Background: an optimization exercise with open tools, aiming at small area, a short achievable clock period and few clock cycles. Do not read the settings as production practice.
In this exercise RTL edits were held to simulation tests only and were not proved equivalent to the original.
No activity file was given, so power comes from the tool's default toggle rates.

<file path="flow/config.mk">
export PLATFORM = sky130hd
export DESIGN_NAME = servo_bus_status_frame_parser_core
export DESIGN_NICKNAME = servo_bus_status_frame_parser_core
export VERILOG_FILES = /design/flow/design.v
export SDC_FILE = /design/flow/constraint.sdc
export NUM_CORES = 4
export LEC_CHECK = 0
export CAP_MARGIN = 20
export CORE_MARGIN = 2
export CORE_UTILIZATION = 40
export PLACE_DENSITY = 0.6
export SLEW_MARGIN = 20
</file>
<file path="flow/constraint.sdc">
create_clock -name core_clock -period 5.0 [get_ports {i_clk}]
set_input_delay 1.0000 -clock core_clock [delete_from_list [all_inputs] [get_ports {i_clk}]]
set_output_delay 1.0000 -clock core_clock [all_outputs]
set_load 0.01 [all_outputs]
</file>
<file path="flow/design.v">
package sbsp_pkg;
    localparam int MAX_PARAMS = 48;
    localparam int BYTE_W     = 8;
    localparam int PAR_W      = 6;
    localparam int LEN_W      = 6;
    localparam int CFG_IDX_W  = 1;
    localparam int CFG_DATA_W = 8;
    localparam logic [BYTE_W-1:0] HDR_BYTE       = 8'hFF;
    localparam logic [BYTE_W-1:0] SCAN_MAX       = 8'hFF;
    localparam logic [BYTE_W-1:0] MIN_LENGTH     = 8'd2;
    localparam logic [BYTE_W-1:0] MAX_FRAME_LEN  = BYTE_W'(MAX_PARAMS + 2);
    localparam logic [BYTE_W-1:0] SCAN_LIMIT_RST = 8'd50;
    localparam logic [LEN_W-1:0]  MAX_LENGTH_RST = 6'd50;
    localparam logic [CFG_IDX_W-1:0] CFG_SCAN_LIMIT = 1'b0;
    localparam logic [CFG_IDX_W-1:0] CFG_MAX_LENGTH = 1'b1;
    typedef enum logic [1:0] {
        ST_OK     = 2'd0,
        ST_NOHDR  = 2'd1,
        ST_BADLEN = 2'd2,
        ST_BADSUM = 2'd3
    } t_status;
    typedef enum logic [6:0] {
        PH_HUNT  = 7'b0000001,
        PH_ID    = 7'b0000010,
        PH_LEN   = 7'b0000100,
        PH_ERR   = 7'b0001000,
        PH_PARAM = 7'b0010000,
        PH_CHK   = 7'b0100000,
        PH_DRAIN = 7'b1000000
    } t_phase;
    typedef struct packed {
        logic              we;
        logic [PAR_W-1:0]  waddr;
        logic [BYTE_W-1:0] wdata;
        logic              re;
        logic [PAR_W-1:0]  raddr;
    } t_buf_req;
endpackage
import sbsp_pkg::*;
module sbsp_param_buf (
    input  logic                      i_clk,
    input  sbsp_pkg::t_buf_req        i_req,
    output logic [sbsp_pkg::BYTE_W-1:0] o_rdata
);
    logic [BYTE_W-1:0] mem [MAX_PARAMS];
    logic [BYTE_W-1:0] r_rdata;
    always_ff @(posedge i_clk) begin
        if (i_req.we) begin
            mem[i_req.waddr] <= i_req.wdata;
        end
    end
    always_ff @(posedge i_clk) begin
        if (i_req.re) begin
            r_rdata <= mem[i_req.raddr];
        end
    end
    assign o_rdata = r_rdata;
endmodule
import sbsp_pkg::*;
module servo_bus_status_frame_parser_core (
    input  logic                            i_clk,
    input  logic                            i_rst_n,
    input  logic                            i_cfg_we,
    input  logic [sbsp_pkg::CFG_IDX_W-1:0]  i_cfg_idx,
    input  logic [sbsp_pkg::CFG_DATA_W-1:0] i_cfg_data,
    input  logic                            i_rx_valid,
    output logic                            o_rx_ready,
    input  logic [sbsp_pkg::BYTE_W-1:0]     i_rx_byte,
    output logic                            o_res_valid,
    input  logic                            i_res_ready,
    output logic [1:0]                      o_res_status,
    output logic [sbsp_pkg::BYTE_W-1:0]     o_res_servo_id,
    output logic [sbsp_pkg::BYTE_W-1:0]     o_res_error_byte,
    output logic                            o_res_data_valid,
    output logic [sbsp_pkg::BYTE_W-1:0]     o_res_data_byte,
    output logic [sbsp_pkg::PAR_W-1:0]      o_res_data_index,
    output logic                            o_res_last
);
    logic [BYTE_W-1:0] r_scan_limit;
    logic [LEN_W-1:0]  r_max_length;
    sbsp_pkg::t_phase r_phase;
    sbsp_pkg::t_phase n_phase;
    logic [1:0]        r_header_run,   n_header_run;
    logic [BYTE_W-1:0] r_scan_count,   n_scan_count;
    logic [BYTE_W-1:0] r_frame_id,     n_frame_id;
    logic [LEN_W-1:0]  r_frame_length, n_frame_length;
    logic [BYTE_W-1:0] r_frame_error,  n_frame_error;
    logic [BYTE_W-1:0] r_running_sum,  n_running_sum;
    logic [PAR_W-1:0]  r_param_count,  n_param_count;
    logic [PAR_W-1:0]  r_rd_idx,       n_rd_idx;
    logic              r_rd_pend,      n_rd_pend;
    logic              r_out_valid,    n_out_valid;
    sbsp_pkg::t_status r_out_status;
    sbsp_pkg::t_status n_out_status;
    logic [BYTE_W-1:0] r_out_id,       n_out_id;
    logic [BYTE_W-1:0] r_out_err,      n_out_err;
    logic              r_out_dv,       n_out_dv;
    logic [BYTE_W-1:0] r_out_byte,     n_out_byte;
    logic [PAR_W-1:0]  r_out_idx,      n_out_idx;
    logic              r_out_last,     n_out_last;
    sbsp_pkg::t_buf_req buf_req;
    logic [BYTE_W-1:0] buf_rdata;
    logic              out_free;
    logic              in_accept;
    logic              drain_load;
    logic              drain_last;
    logic [BYTE_W-1:0] rx_b;
    logic [BYTE_W-1:0] scan_inc;
    logic [1:0]        run_inc;
    logic [PAR_W-1:0]  count_inc;
    logic              emit;
    sbsp_pkg::t_status emit_status;
    sbsp_param_buf u_param_buf (
        .i_clk   (i_clk),
        .i_req   (buf_req),
        .o_rdata (buf_rdata)
    );
    assign out_free   = !r_out_valid || i_res_ready;
    assign o_rx_ready = (r_phase != PH_DRAIN) && out_free;
    assign in_accept  = i_rx_valid && o_rx_ready;
    assign rx_b       = i_rx_byte;
    assign drain_load = (r_phase == PH_DRAIN) && r_rd_pend && out_free;
    assign drain_last = (r_rd_idx + 6'd1) == r_param_count;
    assign scan_inc   = (r_scan_count != SCAN_MAX) ? r_scan_count + 8'd1 : r_scan_count;
    assign run_inc    = (r_header_run == 2'd0) ? 2'd1 : 2'd2;
    assign count_inc  = r_param_count + 6'd1;
    always_comb begin
        n_phase        = r_phase;
        n_header_run   = r_header_run;
        n_scan_count   = r_scan_count;
        n_frame_id     = r_frame_id;
        n_frame_length = r_frame_length;
        n_frame_error  = r_frame_error;
        n_running_sum  = r_running_sum;
        n_param_count  = r_param_count;
        n_rd_idx       = r_rd_idx;
        n_rd_pend      = r_rd_pend;
        emit           = 1'b0;
        emit_status    = ST_OK;
        buf_req        = '0;
        buf_req.waddr  = r_param_count;
        buf_req.wdata  = rx_b;
        buf_req.raddr  = r_rd_idx;
        if (in_accept) begin
            case (r_phase)
                PH_HUNT: begin
                    n_scan_count = scan_inc;
                    n_header_run = (rx_b == HDR_BYTE) ? run_inc : 2'd0;
                    if (n_header_run == 2'd2) begin
                        n_phase      = PH_ID;
                        n_header_run = 2'd0;
                        n_scan_count = '0;
                    end else if (scan_inc >= r_scan_limit) begin
                        n_frame_id    = '0;
                        n_frame_error = '0;
                        emit          = 1'b1;
                        emit_status   = ST_NOHDR;
                        n_header_run  = 2'd0;
                        n_scan_count  = '0;
                    end
                end
                PH_ID: begin
                    n_frame_id = rx_b;
                    n_phase    = PH_LEN;
                end
                PH_LEN: begin
                    if (rx_b >= MIN_LENGTH && rx_b <= {2'b00, r_max_length}
                            && rx_b <= MAX_FRAME_LEN) begin
                        n_frame_length = rx_b[LEN_W-1:0];
                    end else begin
                        n_frame_length = '0;
                    end
                    n_running_sum = r_frame_id + rx_b;
                    n_phase       = PH_ERR;
                end
                PH_ERR: begin
                    n_frame_error = rx_b;
                    n_running_sum = r_running_sum + rx_b;
                    n_param_count = '0;
                    if (r_frame_length < LEN_W'(MIN_LENGTH)) begin
                        emit        = 1'b1;
                        emit_status = ST_BADLEN;
                        n_phase     = PH_HUNT;
                        n_header_run = 2'd0;
                        n_scan_count = '0;
                    end else if (r_frame_length == LEN_W'(MIN_LENGTH)) begin
                        n_phase = PH_CHK;
                    end else begin
                        n_phase = PH_PARAM;
                    end
                end
                PH_PARAM: begin
                    buf_req.we    = 1'b1;
                    n_param_count = count_inc;
                    n_running_sum = r_running_sum + rx_b;
                    if (({1'b0, count_inc} + 7'd2) >= {1'b0, r_frame_length}) begin
                        n_phase = PH_CHK;
                    end
                end
                PH_CHK: begin
                    n_header_run = 2'd0;
                    n_scan_count = '0;
                    if (rx_b != ~r_running_sum) begin
                        emit        = 1'b1;
                        emit_status = ST_BADSUM;
                        n_phase     = PH_HUNT;
                    end else if (r_param_count == '0) begin
                        emit        = 1'b1;
                        emit_status = ST_OK;
                        n_phase     = PH_HUNT;
                    end else begin
                        n_phase   = PH_DRAIN;
                        n_rd_idx  = '0;
                        n_rd_pend = 1'b0;
                    end
                end
                default: begin
                    n_phase      = PH_HUNT;
                    n_header_run = 2'd0;
                    n_scan_count = '0;
                end
            endcase
        end else if (r_phase == PH_DRAIN) begin
            if (!r_rd_pend) begin
                buf_req.re = 1'b1;
                n_rd_pend  = 1'b1;
            end else if (drain_load) begin
                n_rd_idx = r_rd_idx + 6'd1;
                if (drain_last) begin
                    n_rd_pend = 1'b0;
                    n_phase   = PH_HUNT;
                end else begin
                    buf_req.re    = 1'b1;
                    buf_req.raddr = r_rd_idx + 6'd1;
                    n_rd_pend     = 1'b1;
                end
            end
        end
    end
    always_comb begin
        n_out_valid  = r_out_valid && !i_res_ready;
        n_out_status = r_out_status;
        n_out_id     = r_out_id;
        n_out_err    = r_out_err;
        n_out_dv     = r_out_dv;
        n_out_byte   = r_out_byte;
        n_out_idx    = r_out_idx;
        n_out_last   = r_out_last;
        if (emit) begin
            n_out_valid  = 1'b1;
            n_out_status = emit_status;
            n_out_id     = n_frame_id;
            n_out_err    = n_frame_error;
            n_out_dv     = 1'b0;
            n_out_byte   = '0;
            n_out_idx    = '0;
            n_out_last   = 1'b1;
        end else if (drain_load) begin
            n_out_valid  = 1'b1;
            n_out_status = ST_OK;
            n_out_id     = r_frame_id;
            n_out_err    = r_frame_error;
            n_out_dv     = 1'b1;
            n_out_byte   = buf_rdata;
            n_out_idx    = r_rd_idx;
            n_out_last   = drain_last;
        end
    end
    always_ff @(posedge i_clk) begin
        if (!i_rst_n) begin
            r_scan_limit <= SCAN_LIMIT_RST;
            r_max_length <= MAX_LENGTH_RST;
        end else if (i_cfg_we) begin
            case (i_cfg_idx)
                CFG_SCAN_LIMIT: r_scan_limit <= i_cfg_data;
                CFG_MAX_LENGTH: r_max_length <= i_cfg_data[LEN_W-1:0];
                default: begin
                end
            endcase
        end
    end
    always_ff @(posedge i_clk) begin
        if (!i_rst_n) begin
            r_phase        <= PH_HUNT;
            r_header_run   <= '0;
            r_scan_count   <= '0;
            r_frame_id     <= '0;
            r_frame_length <= '0;
            r_frame_error  <= '0;
            r_running_sum  <= '0;
            r_param_count  <= '0;
            r_rd_idx       <= '0;
            r_rd_pend      <= 1'b0;
            r_out_valid    <= 1'b0;
        end else begin
            r_phase        <= n_phase;
            r_header_run   <= n_header_run;
            r_scan_count   <= n_scan_count;
            r_frame_id     <= n_frame_id;
            r_frame_length <= n_frame_length;
            r_frame_error  <= n_frame_error;
            r_running_sum  <= n_running_sum;
            r_param_count  <= n_param_count;
            r_rd_idx       <= n_rd_idx;
            r_rd_pend      <= n_rd_pend;
            r_out_valid    <= n_out_valid;
        end
    end
    always_ff @(posedge i_clk) begin
        r_out_status <= n_out_status;
        r_out_id     <= n_out_id;
        r_out_err    <= n_out_err;
        r_out_dv     <= n_out_dv;
        r_out_byte   <= n_out_byte;
        r_out_idx    <= n_out_idx;
        r_out_last   <= n_out_last;
    end
    assign o_res_valid      = r_out_valid;
    assign o_res_status     = r_out_status;
    assign o_res_servo_id   = r_out_id;
    assign o_res_error_byte = r_out_err;
    assign o_res_data_valid = r_out_dv;
    assign o_res_data_byte  = r_out_byte;
    assign o_res_data_index = r_out_idx;
    assign o_res_last       = r_out_last;
endmodule
</file>
<file path="flow/run.sh">
#!/bin/bash
# synth_recipe.tcl (not shown) runs the flow's synth.tcl, then flattens the netlist and writes it again
# the make line also repeats each setting of config.mk as NAME=value (left out here)
make -C /OpenROAD-flow-scripts/flow DESIGN_CONFIG=/design/flow/config.mk WORK_HOME=/design/flow/orfs CLKGATE_MAP_FILE= SYNTH_SCRIPT=/design/flow/synth_recipe.tcl finish
</file>
==> results.json <==
{
  "cp_num_buf_inv": 1,
  "fin_hold_ws_ns": 0.455,
  "syn_to_final_growth_pct": 14.6,
  "status": "timing/DRC/antenna clean",
  "clock_latency_ns": 0.61,
  "arrival_ns": 4.76,
  "core_um2": 54100,
  "gp_congestion": 0.872,
  "rr_worst_depth": 12,
  "hold_path_startpoint": "r_out_byte[2]$_SDFFE_PN0N_",
  "path_clk_slew_ns": 0.06,
  "critPathSlowestCell": "nor4_1",
  "crit_type": "flop to flop",
  "nets": 2034,
  "worst_slew_pin_slew_ns": 0.885,
  "cts_sinks": 501,
  "antenna_found_initial": 1,
  "netlist_area_um2": 22000,
  "die_height_um": 238,
  "yosys.cell_types.count": 77,
  "synthArstFlopShare_pct": 0,
  "worstHoldPathCells": 2,
  "die_w_um": 238,
  "start_kind": "flop",
  "ys_ff_latch": 501,
  "remaining_drc_errors": 0,
  "synthTopCellsByArea": "edfxtp_1 (56%), dfxtp_1 (8.3%), nand2_1 (7.0%)",
  "grt_max_degree": 76,
  "drive_gt1_share_pct": 9.71,
  "diodes": 0,
  "cts_tree": "yes",
  "detail_route.vias_per_cell": 5.58,
  "r2r_end": "u_param_buf.r_rdata[3]$_DFFE_PP_",
  "slew_violations": 0,
  "first_pass_iters": 7,
  "powerDensity_nw_per_um2": 332,
  "fin_crit_ns": 4.27,
  "first_global_vias": 14700,
  "dieArea_um2": 56900,
  "multi_input_area_um2": 7290,
  "vias": 15200,
  "r2r-start": "r_rd_idx[1]$_SDFFE_PN0P_",
  "ctsResizeCount": 0,
  "row_count": 85,
  "final_util_pct": 46.5,
  "synth_edf_count": 410,
  "leakagePower_nw": 8.66,
  "start_util_pct": 40.6,
  "cpPeakStageDelay_ns": 0.74,
  "syn_area_per_cell_um2": 11.5,
  "yosysWarnings": 2,
  "critPathRequiredTime_ns": 5.49,
  "fillerInstances": 4859,
  "max_freq_mhz": 234,
  "r2r_slack_ns": 0.73,
  "drtIter0Drc": 1513,
  "hold_violations": 0,
  "gr-total-overflow": 0,
  "hpwl_um": 37900,
  "track_usage_pct": 20.6,
  "clockBufferDepth": 3,
  "post-route-period-util_pct": 85.4,
  "post_drt_wl_per_cell_um": 21.5,
  "cts_root_buffer": "clkbuf_16",
  "cp_max_fo": 21,
  "regArea_um2": 14100,
  "cts_max_level": 2,
  "ctsHoldBuffers": 0,
  "cp_top_family": "compound AO/OA/AOI/OAI gates",
  "cts_buffers": 51,
  "tns_ns": 0,
  "synth_flop_cell": "edfxtp_1",
  "min_path_type": "flop to flop",
  "ys_seq_area_share_pct": 64.3,
  "finalSetupViolCount": 0,
  "synthesis.nets": 1961,
  "postRouteAntennaNets": 0,
  "setup.worst_path.end_class": "flop",
  "grt_pass1_wl_um": 89300,
  "cts_setup_buffers": 0,
  "rsz0062_at_grt": "no",
  "netlist_instances": 1906,
  "port_buffers": 57,
  "max-vdd-ir-drop_mv": 0.269,
  "totalWireLength_um": 58400,
  "synth_top_area_share_pct": 56.0,
  "relSlewSlack_pct": 41.0,
  "worstHoldEndpoint": "r_out_byte[2]$_SDFFE_PN0N_",
  "yosys.area.top_type": "edfxtp_1",
  "maxCapViolations": 0,
  "finClkSkew_ns": 0.0325,
  "io_pins": 58,
  "path_cells": "ha_1, nand3b_1, a22oi_1, o2111a_2, a21oi_4, xnor2_4, nor2_1, buf_4, a32oi_1, nand4_1, nor4_1, o211a_1"
}
-- report_power, final --
group	total [mW]	switching, mW	internal [mW]
Combinational	0.179	0.125	0.0538
Sequential	4.52	0.00565	4.51
Clock	3.66	1.59	2.07
-- cell usage in the layout, fill, tap and decap left out, drive strengths merged, types with 11 or more instances in the layout --
cell / instances
nand3: 204
clkinv: 23
dfxtp: 91
edfxtp: 410
clkdlybuf4s50: 48
nor2: 91
buf: 87
nand2: 411
a21boi: 34
a21o: 11
xnor2: 27
ha: 32
xor2: 11
mux2i: 43
o211ai: 11
inv: 34
a32oi: 16
nand4: 19
a21oi: 73
nor2b: 33
nor3: 13
o21ai: 28
nor4: 17
a22oi: 22
clkbuf: 63
and2: 24
-- cell families (layout without fill, tap and decap cells) --
| kind of cell | after synthesis | count (layout) | synth area share [%] |
|---|---|---|---|
| xor gates and xnor gates | 39 | 39 | 1.86 |
| muxes | 53 | 53 | 2.47 |
| DFF | 501 | 501 | 64.3 |
| AOI/OAI and AO/OA | 270 | 270 | 8.62 |
| and+or+nand+nor | 861 | 861 | 18.0 |
| adders and majority gates | 33 | 33 | 1.91 |
| buffers and inverters | 149 | 262 | 2.86 |
-- metrics by stage --
| step | instances | area [um^2] | setup slack (ns) | total power, mW |
|---|---|---|---|---|
| after floorplan | 1906 | 22000 | 0.972 | 4.68 |
| after global placement | 2622 | 23600 | 0.484 | 4.78 |
| after detailed placement | 2622 | 23600 | 0.498 | 4.79 |
| after CTS | 2715 | 25200 | 0.791 | 8.42 |
| after global routing | 2715 | 25200 | 0.448 | 8.60 |
| final | 2715 | 25200 | 0.731 | 8.35 |
-- synthesized netlist by cell type (7+ instances only) --
| cell | count |
|---|---|
| a32o_1 | 9 |
| nor3b_1 | 7 |
| and3_1 | 9 |
| nand2b_1 | 7 |
| clkbuf_1 | 49 |
| a21boi_0 | 30 |
| buf_1 | 19 |
| and2_1 | 24 |
| mux2_2 | 9 |
| a21o_1 | 11 |
| o211a_1 | 8 |
| nor3_1 | 13 |
| buf_2 | 43 |
| nand3_1 | 203 |
| dfxtp_1 | 91 |
| a21oi_1 | 72 |
| mux2i_1 | 43 |
| a32oi_1 | 16 |
| inv_1 | 34 |
| nand2_1 | 410 |
| ha_1 | 32 |
| edfxtp_1 | 410 |
| a31oi_1 | 7 |
| xor2_1 | 10 |
| o211ai_1 | 11 |
| nor2_1 | 90 |
| a22oi_1 | 22 |
| nand3b_1 | 10 |
| nand4_1 | 18 |
| o21ai_0 | 28 |
| nor2b_1 | 33 |
| nor4_1 | 12 |
| xnor2_1 | 24 |
-- worst max-delay path by stage --
| stage | start | to | slack (ns) | depth (start not counted) |
|---|---|---|---|---|
| after floorplan | r_scan_count[0]$_SDFFE_PN0P_ | r_out_err[0]$_DFFE_PP_ | 0.97 | 15 |
| after detailed placement | i_res_ready | u_param_buf.r_rdata[3]$_DFFE_PP_ | 0.50 | 12 |
| after global routing | r_phase[6]$_SDFFE_PN0P_ | r_running_sum[7]$_SDFFE_PN0P_ | 0.45 | 15 |
| after global placement | i_res_ready | u_param_buf.r_rdata[4]$_DFFE_PP_ | 0.48 | 11 |
| after CTS | r_rd_idx[1]$_SDFFE_PN0P_ | u_param_buf.r_rdata[0]$_DFFE_PP_ | 0.79 | 13 |
| final | r_rd_idx[1]$_SDFFE_PN0P_ | u_param_buf.r_rdata[3]$_DFFE_PP_ | 0.73 | 12 |
-- registers in the layout (all words and copies together), names as in the netlist --
signal,flops
r_header_run,2
r_max_length,6
r_frame_error,8
r_running_sum,8
r_frame_length,6
r_rd_idx,6
r_out_idx,6
r_rd_pend,1
r_out_byte,8
r_frame_id,8
r_out_err,8
u_param_buf.mem,384
r_scan_count,8
u_param_buf.r_rdata,8
r_phase,7
r_scan_limit,8
r_out_last,1
r_out_valid,1
r_out_id,8
r_param_count,6
r_out_status,2
r_out_dv,1
-- area by class of cell --
cell class	instances	area share (%)
Clock buffer	63	5.36
Sequential cell	501	56.1
Timing Repair Buffer	135	4.66
Tap cell	696	3.46
Clock inverter	30	0.973
Inverter	34	0.507
Multi-Input combinational cell	1256	28.9
-- metal layers --
| layer | up-vias | global-route usage [%] | wire length (um) |
|---|---|---|---|
| met2 | 556 | 33.9 | 27800 |
| met5 | - | 0 | 0 |
| met3 | 98 | 2.42 | 3460 |
| met4 | 0 | 7.22 | 1820 |
| met1 | 7426 | 28.4 | 25300 |
| li1 | 7076 | - | - |
-- tightest hold or removal path, cell delays in order (launching register included) --
cell     delay [ns]
dfxtp_1        0.31
nand2_1        0.05
a21oi_1        0.05
Testbench counts, summed over its fixed seeds: cycles 66,740.

==> separate check: timing with driven ports <==
In the flow no input, the clock included, has a driving cell. The finished layout below was timed again as built, in two steps. Step 1, drivers: a clkbuf_16 drives i_clk and a buf_2 each remaining input, both assumed. Step 2 moves the port delays by t, midway between the first and last clock arrival at a register: inputs arrive t later, outputs are due t later. That takes back most of the time a late clock gives input paths. a / b / c = no drivers / after step 1 / after step 2; a / b = the first two.
t, ns: 0.655
setup slack, ns: 0.731 / 0.731 / 0.382
clock arrival spread, ns: 0.032 / 0.032
slew at the worst register clock pin (ns): 0.06 / 0.06
After both steps this run still meets setup and hold. The setup slack of this run moves by 0.000 ns with the drivers and by -0.349 ns with both steps.
